What follows belongs to an exercise in optimizing a design on an open flow for small area, a short achievable clock period and few clock cycles per item; a production flow would make more cautious choices.
Where RTL was checked, it was by simulation tests only, not by an equivalence proof against the original.
Power and IR drop assume default switching activity.

job 7511:
## tap_tempo_averager_core
module tap_tempo_averager_core #(
    parameter int COUNT_WIDTH = 16,
    parameter int TIME_WIDTH  = 32,
    parameter int FRAC_BITS   = 8
) (
    input  logic                               aclk,
    input  logic                               aresetn,
    input  logic                               s_tvalid,
    output logic                               s_tready,
    input  logic [((TIME_WIDTH+7)/8)*8-1:0]    s_tdata,
    input  logic                               s_tuser,
    output logic                               m_tvalid,
    input  logic                               m_tready,
    output logic [47:0]                        m_tdata,
    output logic [2:0]                         m_tuser,
    input  logic                               cfg_we,
    input  logic [7:0]                         cfg_wdata
);
    localparam int K      = 2;                        
    localparam int TSTEPS = ((16 + K - 1) / K) * K;   
    localparam int ASTEPS = ((22 + K - 1) / K) * K;   
    localparam int TCYC   = TSTEPS / K;
    localparam int ACYC   = ASTEPS / K;
    localparam logic [31:0] TNUM = 32'd15360000;      
    logic [7:0]  ceil_r;
    logic [31:0] prev;
    logic [15:0] count;
    logic [35:0] s15;
    localparam logic [2:0] A_IDLE = 3'd0;
    localparam logic [2:0] A_GAP  = 3'd1;
    localparam logic [2:0] A_DIV  = 3'd2;
    localparam logic [2:0] A_CLMP = 3'd3;
    localparam logic [2:0] A_M15  = 3'd4;
    localparam logic [2:0] A_CLR  = 3'd5;
    localparam logic [2:0] A_G3   = 3'd6;
    logic [2:0]  a_st;
    logic [4:0]  a_cyc;
    logic [31:0] da;           
    logic [25:0] d3;           
    logic [23:0] ra;
    logic        rdy;
    logic [15:0] ta;           
    logic        hv, hclr;     
    logic [TSTEPS-1:0] tnum_bits;
    logic [K-1:0]      tsel, aq, abits;
    logic [23:0]       ra_nx;
    assign tnum_bits = TNUM[TSTEPS-1:0];
    always_comb begin
        logic [25:0] x;
        logic [26:0] s1, s2, s3;
        tsel = '0;
        for (int k = 1; k < TCYC; k++)
  ...
export LEC_CHECK = 0
export CAP_MARGIN = 20
export CORE_MARGIN = 2
export CORE_UTILIZATION = 50
export SLEW_MARGIN = 20
export TNS_END_PERCENT = 0
create_clock -name core_clock -period 10.0 [get_ports {aclk}]
standard.sh (not shown) runs the stock make flow with config.mk's settings and CLKGATE_MAP_FILE= SYNTH_SCRIPT=/design/flow/synth_recipe.tcl, a recipe that flattens the netlist after the stock synthesis.
==> flow/flow/run.sh <==
#!/bin/bash
set -euo pipefail
bash standard.sh SETUP_SLACK_MARGIN=6.5 finish > standard_flow.log 2>&1
Setup changes, job 7511 to job 6827
# job 7511
export LEC_CHECK = 0
export CAP_MARGIN = 20
export CORE_MARGIN = 2
export CORE_UTILIZATION = 50
export SLEW_MARGIN = 20
export TNS_END_PERCENT = 0
create_clock -name core_clock -period 10.0 [get_ports {aclk}]
# job 6827
export LEC_CHECK = 0
export CAP_MARGIN = 20
export CORE_MARGIN = 2
export CORE_UTILIZATION = 40
export CTS_BUF_LIST = sky130_fd_sc_hd__clkbuf_4 sky130_fd_sc_hd__clkbuf_8
export SLEW_MARGIN = 20
export TNS_END_PERCENT = 0
create_clock -name core_clock -period 10.0 [get_ports {aclk}]
Findings:
Job 6827 went all the way through synthesis, placement and routing and the layout is clean on timing, DRC and antenna. Side by side, power drawn by the combinational cells turned out lower in job 6827 than in job 7511. Job 6827 reports its launch point of the critical path as count[2]$_SDFFE_PN0P_ while job 7511 reports ud[1]$_SDFFCE_PN1P_. Compared with job 7511, in job 6827 setup slack of the critical path after layout went up; via count of the first global-routing pass lost about 1.3%. Job 6827 ended up with m_tdata[34] as its capturing instance or port of the critical path; job 7511 ended up with status[1]$_SDFFCE_PP0P_.
No run of this note included a check of the RTL's function; only the layout flow was run.


## rev 12
tap_tempo_averager_core, a different RTL version from the one above (not shown whole).
Size: ~340 flip-flops, ~99 I/O pins, roughly 0.028 mm² of cells after synthesis.
==> flow/design.v (excerpt) <==
module tap_tempo_averager_core #(
    parameter int COUNT_WIDTH = 16,
    parameter int TIME_WIDTH  = 32,
    parameter int FRAC_BITS   = 8
) (
    input  logic                               aclk,
    input  logic                               aresetn,
    input  logic                               s_tvalid,
    output logic                               s_tready,
    input  logic [((TIME_WIDTH+7)/8)*8-1:0]    s_tdata,
    input  logic                               s_tuser,
    output logic                               m_tvalid,
    input  logic                               m_tready,
    output logic [47:0]                        m_tdata,
    output logic [2:0]                         m_tuser,
    input  logic                               cfg_we,
    input  logic [7:0]                         cfg_wdata
);
    localparam int K      = 2;                        
    localparam int TSTEPS = ((16 + K - 1) / K) * K;   
    localparam int ASTEPS = ((22 + K - 1) / K) * K;   
    localparam int TCYC   = TSTEPS / K;
    localparam int ACYC   = ASTEPS / K;
    localparam logic [31:0] TNUM = 32'd15360000;      
    logic [7:0]  ceil_r;
    logic [31:0] prev;
    logic [15:0] count;
    logic [35:0] s15;
    localparam logic [2:0] A_IDLE = 3'd0;
    localparam logic [2:0] A_GAP  = 3'd1;
    localparam logic [2:0] A_DIV  = 3'd2;
    localparam logic [2:0] A_CLMP = 3'd3;
    localparam logic [2:0] A_M15  = 3'd4;
    localparam logic [2:0] A_CLR  = 3'd5;
    localparam logic [2:0] A_G3   = 3'd6;
    logic [2:0]  a_st;
    logic [4:0]  a_cyc;
    logic [31:0] da;           
    logic [25:0] d3;           
    logic [23:0] ra;
    logic        rdy;
  ...
Settings: LEC_CHECK=0, CAP_MARGIN=20, CORE_MARGIN=2, CORE_UTILIZATION=40, SLEW_MARGIN=20, TNS_END_PERCENT=0; clock period 10.0 ns.
==> flow/flow/run.sh <==
#!/bin/bash
set -euo pipefail
bash standard.sh SETUP_SLACK_MARGIN=6.7 finish > standard_flow.log 2>&1
Testbench counts of rev 12, summed over its fixed seeds: cycles 38,642, items 3,200.
### rev 12 -> rev 13
- setting CTS_BUF_LIST to sky130_fd_sc_hd__clkbuf_4 sky130_fd_sc_hd__clkbuf_8 for the first time
==> flow/flow/run.sh <==
#!/bin/bash
set -euo pipefail
bash standard.sh SETUP_SLACK_MARGIN=6.5 finish > standard_flow.log 2>&1
### Flow results
Per the comparison of rev 13 with rev 12, number of failing setup endpoints in the final timing report has remained practically unchanged; sequential share of layout area has increased; quantity of gates resized following cts has decreased; via count of the first global-routing pass has increased; overall fraction of global-route tracks in use has increased. When rev 13 is set beside rev 12, its final-layout clock buffer total turns out to be 35 larger. m_tdata[35] as the critical path endpoint was reported by rev 13, and m_tvalid by rev 12. Arrival time at the worst endpoint in rev 13 is 150 ps higher than in rev 12. Lower utilization among rev 12 and rev 13: rev 13. Relative to rev 12, the count of plain and timing-repair buffers measured on rev 13 has decreased by more than 10%.


Starting RTL as in the previous note.
==> flow/config.mk <==
export PLATFORM = sky130hd
export DESIGN_NAME = tap_tempo_averager_core
export DESIGN_NICKNAME = tap_tempo_averager_core
export VERILOG_FILES = /design/flow/design.v
export SDC_FILE = /design/flow/constraint.sdc
export NUM_CORES = 4
export LEC_CHECK = 0
export CAP_MARGIN = 20
export CORE_MARGIN = 2
export CORE_UTILIZATION = 40
export SLEW_MARGIN = 20
export TNS_END_PERCENT = 0
==> flow/constraint.sdc <==
create_clock -name core_clock -period 10.0 [get_ports {aclk}]
set_input_delay 2.0000 -clock core_clock [delete_from_list [all_inputs] [get_ports {aclk}]]
set_output_delay 2.0000 -clock core_clock [all_outputs]
set_load 0.01 [all_outputs]
==> flow/flow/run.sh <==
#!/bin/bash
set -euo pipefail
bash standard.sh SETUP_SLACK_MARGIN=6.9 finish > standard_flow.log 2>&1
The starting point ran to the end with no violations.
Testbench counts at the start, summed over its fixed seeds: cycles 38,642, items 3,200.
Change:
==> flow/flow/run.sh (replaced) <==
#!/bin/bash
set -euo pipefail
bash standard.sh SETUP_SLACK_MARGIN=6.5 finish > standard_flow.log 2>&1
Routed wire length shrinks by 2.8%.
Final cell count went down by about 1.8%.
Die area stays the same.
Total power went down by about 2.5%.

-- separate check: timing with driven ports --
In the flow no input, the clock included, has a driving cell. The finished layouts below were timed again as built, in two steps.
Step 1, drivers: a clkbuf_16 drives aclk and a buf_2 each remaining input, both assumed.
Step 2 adds t to the input delays and takes it off the output delays; t is the mean of the earliest and latest rising clock arrival at the registers after step 1. Input paths then give back, and output paths get back, about the clock's delay inside the block.
Slacks: no drivers / after step 1 / after step 2; pairs: no drivers / after step 1.
| run | t, ns | setup slack, ns | hold WS [ns] | slew at the worst register clock pin (ns) |
|---|---|---|---|---|
| job 7511 | 0.627 | 6.260 / 6.250 / 6.239 | 0.455 / 0.455 / 0.455 | 0.06 / 0.06 |
| job 6827 | 0.712 | 6.278 / 6.223 / 6.256 | 0.450 / 0.450 / 0.450 | 0.07 / 0.07 |
| rev 12 | 0.625 | 6.450 / 6.393 / 6.187 | 0.448 / 0.448 / 0.448 | 0.06 / 0.06 |
| rev 13 | 0.704 | 6.305 / 6.252 / 6.174 | 0.453 / 0.453 / 0.453 | 0.07 / 0.07 |
| the first run of note 3 | 0.629 | 6.592 / 6.592 / 6.187 | 0.445 / 0.445 / 0.445 | 0.06 / 0.06 |
| the second run of note 3 | 0.639 | 6.329 / 6.265 / 6.171 | 0.452 / 0.452 / 0.452 | 0.06 / 0.06 |
After both steps every run listed still meets setup and hold. The setup slack of the first run of note 3, which loses most, moves by 0.000 ns with the drivers and by -0.405 ns with both steps.
